Background: an optimization exercise with open tools, aiming at a short achievable clock period and few clock cycles per item. Do not read the settings as production practice.
In this exercise RTL edits were held to simulation tests only and were not proved equivalent to the original.
Power and IR drop assume default switching activity.

Setup of 02-08:
==> flow/design.v (excerpt) <==
module core (
    input  logic                clk,
    input  logic                rst_n,
    input  core_pkg::instr_t    instr,
    input  logic                instr_gnt,
    output core_pkg::word_t     pc_addr,
    output logic                wb_valid,
    output core_pkg::reg_addr_t wb_rd,
    output core_pkg::word_t     wb_data
);
    logic adv;         
    logic stall;       
    logic adv_f;       
    logic r_redir;     
    logic        r_taken;    
    logic [31:0] r_tgt;
    logic [31:0] r_pc4;
    logic [15:0] r_tgt_oh;
    logic [15:0] r_pc4_oh;
    assign adv   = instr_gnt;
    assign adv_f = adv && (!stall || r_redir);
    logic [31:0] pc;
    logic [15:0] p_oh;               
    logic [15:0] bt_taken;           
    logic [31:0] bt_tgt [0:15];      
    logic        f_taken;
    logic [31:0] f_ptgt;
    logic [15:0] f_ptgt_oh;
    logic        f_is_br;
    logic        f_pred;
    logic [31:0] pc_o;               
    logic [31:0] pc_nx;
    logic [15:0] p_oh_nx;
    assign pc_addr = pc_o;
    always_comb begin
        f_taken = 1'b0;
        f_ptgt  = 32'd0;
        for (int i = 0; i < 16; i++) begin
            f_taken = f_taken | (p_oh[i] & bt_taken[i]);
            f_ptgt  = f_ptgt  | (bt_tgt[i] & {32{p_oh[i]}});
        end
        for (int i = 0; i < 16; i++) begin
            f_ptgt_oh[i] = f_ptgt[5:2] == 4'(i);
        end
    end
  ...
Size: roughly 9,400 cells after synthesis, ~2,400 flip-flops, ~110 I/O pins, about 110,000 µm² of cells after synthesis.
make LEC_CHECK=0 ABC_CLOCK_PERIOD_IN_PS=1800 CAP_MARGIN=20 CORE_MARGIN=2 CORE_UTILIZATION=30 SETUP_SLACK_MARGIN=3.6 SLEW_MARGIN=20 finish   # period 6.0 ns
run.sh (not shown) runs the stock make flow with config.mk's settings and CLKGATE_MAP_FILE= SYNTH_SCRIPT=/design/flow/synth_recipe.tcl, a recipe that flattens the netlist after the stock synthesis.
Testbench counts of 02-08, summed over its fixed seeds: cycles 23,428, writes 12,000.
Input-level comparison between 09-05 and 02-08:
--- a/flow/design.v
+++ b/flow/design.v
@@ -160,18 +160,16 @@
         end
     end
     logic        d_valid;
     logic [31:0] d_pc;
     logic [31:0] d_instr;
     logic        d_pred;
     logic [31:0] d_ptgt;
-    logic [31:0] d_sel1;
+    logic [31:0] d_sel1;         
     logic [31:0] d_sel2;
-    logic [31:0] d_sel1_n;
-    logic [31:0] d_sel2_n;
     logic        d_is_opi;
     logic        d_is_lui;
     logic        d_is_br;
     logic        d_use1;
     logic        d_use2;
     logic        d_writes;
     logic        d_fast;
@@ -198,18 +196,16 @@
             d_is_br  <= f_is_br;
             d_use1   <= f_use1;
             d_use2   <= f_use2;
             d_writes <= (((f_is_op || f_is_opi) && f_f3 != 3'b011) || f_is_lui) && (instr[11:7] != 5'd0);
             d_fast   <= f_op[4] || f_op[6] || f_op[7];
             d_op     <= f_op;
             for (int i = 0; i < 32; i++) begin
-                d_sel1[i]   <= (instr[19:15] == 5'(i)) && (i != 0);
-                d_sel2[i]   <= (instr[24:20] == 5'(i)) && (i != 0);
-                d_sel1_n[i] <= !((instr[19:15] == 5'(i)) && (i != 0));
-                d_sel2_n[i] <= !((instr[24:20] == 5'(i)) && (i != 0));
+                d_sel1[i] <= (instr[19:15] == 5'(i)) && (i != 0);
+                d_sel2[i] <= (instr[24:20] == 5'(i)) && (i != 0);
             end
         end
     end
     logic [31:0] regs [1:31];
     logic        x1_valid;
     logic        x1_writes;
     logic        x1_fast;
@@ -244,16 +240,16 @@
     assign d_immu   = {d_instr[31:12], 12'b0};
     assign d_immb   = {d_instr[31], d_instr[7], d_instr[30:25], d_instr[11:8], 1'b0};
     assign d_tlo     = {1'b0, d_pc[12:0]} + {1'b0, d_immb};
     always_comb begin
         d_rf1 = 32'd0;
         d_rf2 = 32'd0;
         for (int i = 1; i < 32; i++) begin
-            d_rf1 = d_rf1 | (regs[i] & {{16{!d_sel1_n[i]}}, {16{d_sel1[i]}}});
-            d_rf2 = d_rf2 | (regs[i] & {{16{!d_sel2_n[i]}}, {16{d_sel2[i]}}});
+            d_rf1 = d_rf1 | (regs[i] & {32{d_sel1[i]}});
+            d_rf2 = d_rf2 | (regs[i] & {32{d_sel2[i]}});
         end
     end
     logic d_x1_1, d_x1_2, d_x2_1, d_x2_2, d_w_1, d_w_2;
     assign stall = d_valid && !x1_fast && (d_x1_1 || d_x1_2);
     logic [4:0] n_rs1;
     logic [4:0] n_rs2;
     logic       n_use1;
Findings:
Changes observed in 09-05 relative to 02-08: worst hold margin dropped 0.014 ns, multi-input logic portion of the cell area climbed 0.91 points. 09-05 | stages: all done | timing, DRC, antenna: all pass. In the metrics for 02-08 and 09-05, the one carrying the higher number of flops mapped to enable cells by yosys is 02-08. Looking only at power density over cell area, and setting everything else aside, the higher value of 02-08 and 09-05 goes to 09-05. Diff 09-05..02-08 | xor-xnor portion of the synthesized cell area | negligible. Taking 02-08 as the reference, in 09-05 post-route clock period utilization decreased by 3.2 points relative to the old numbers, power share of the combinational group picked up an extra 5.1 points, floorplan core area now smaller.
Testbench counts of 09-05, summed over its fixed seeds: cycles 23,428, writes 12,000.

## separate check: timing with driven ports
The results above use ideal ports. As a check the final layouts listed here were re-extracted and re-timed, cells and wires unchanged. Step 1 (the two cells are an assumption about what drives the block):
set clk [get_ports {clk}]
set_driving_cell -lib_cell sky130_fd_sc_hd__clkbuf_16 $clk
set_driving_cell -lib_cell sky130_fd_sc_hd__buf_2 [delete_from_list [all_inputs] $clk]
Step 2 times the ports against the registers' clock, not the clock port: input delays grow and output delays shrink by t, the midpoint of the rising clock arrivals with the driver on. Three values: ideal, step 1, step 2; two values: the first two.
run	t (ns)	setup slack, ns	slew at the worst register clock pin (ns)	pins driven straight from the clock port
02-08	0.986	3.001 / 3.001 / 2.508	0.07 / 0.07	1
09-05	0.987	3.194 / 3.185 / 2.535	0.07 / 0.07	1
After both steps every run listed still meets setup and hold. For 09-05, which loses most, drivers alone change the setup slack by -0.009 ns; drivers and shift together by -0.659 ns.
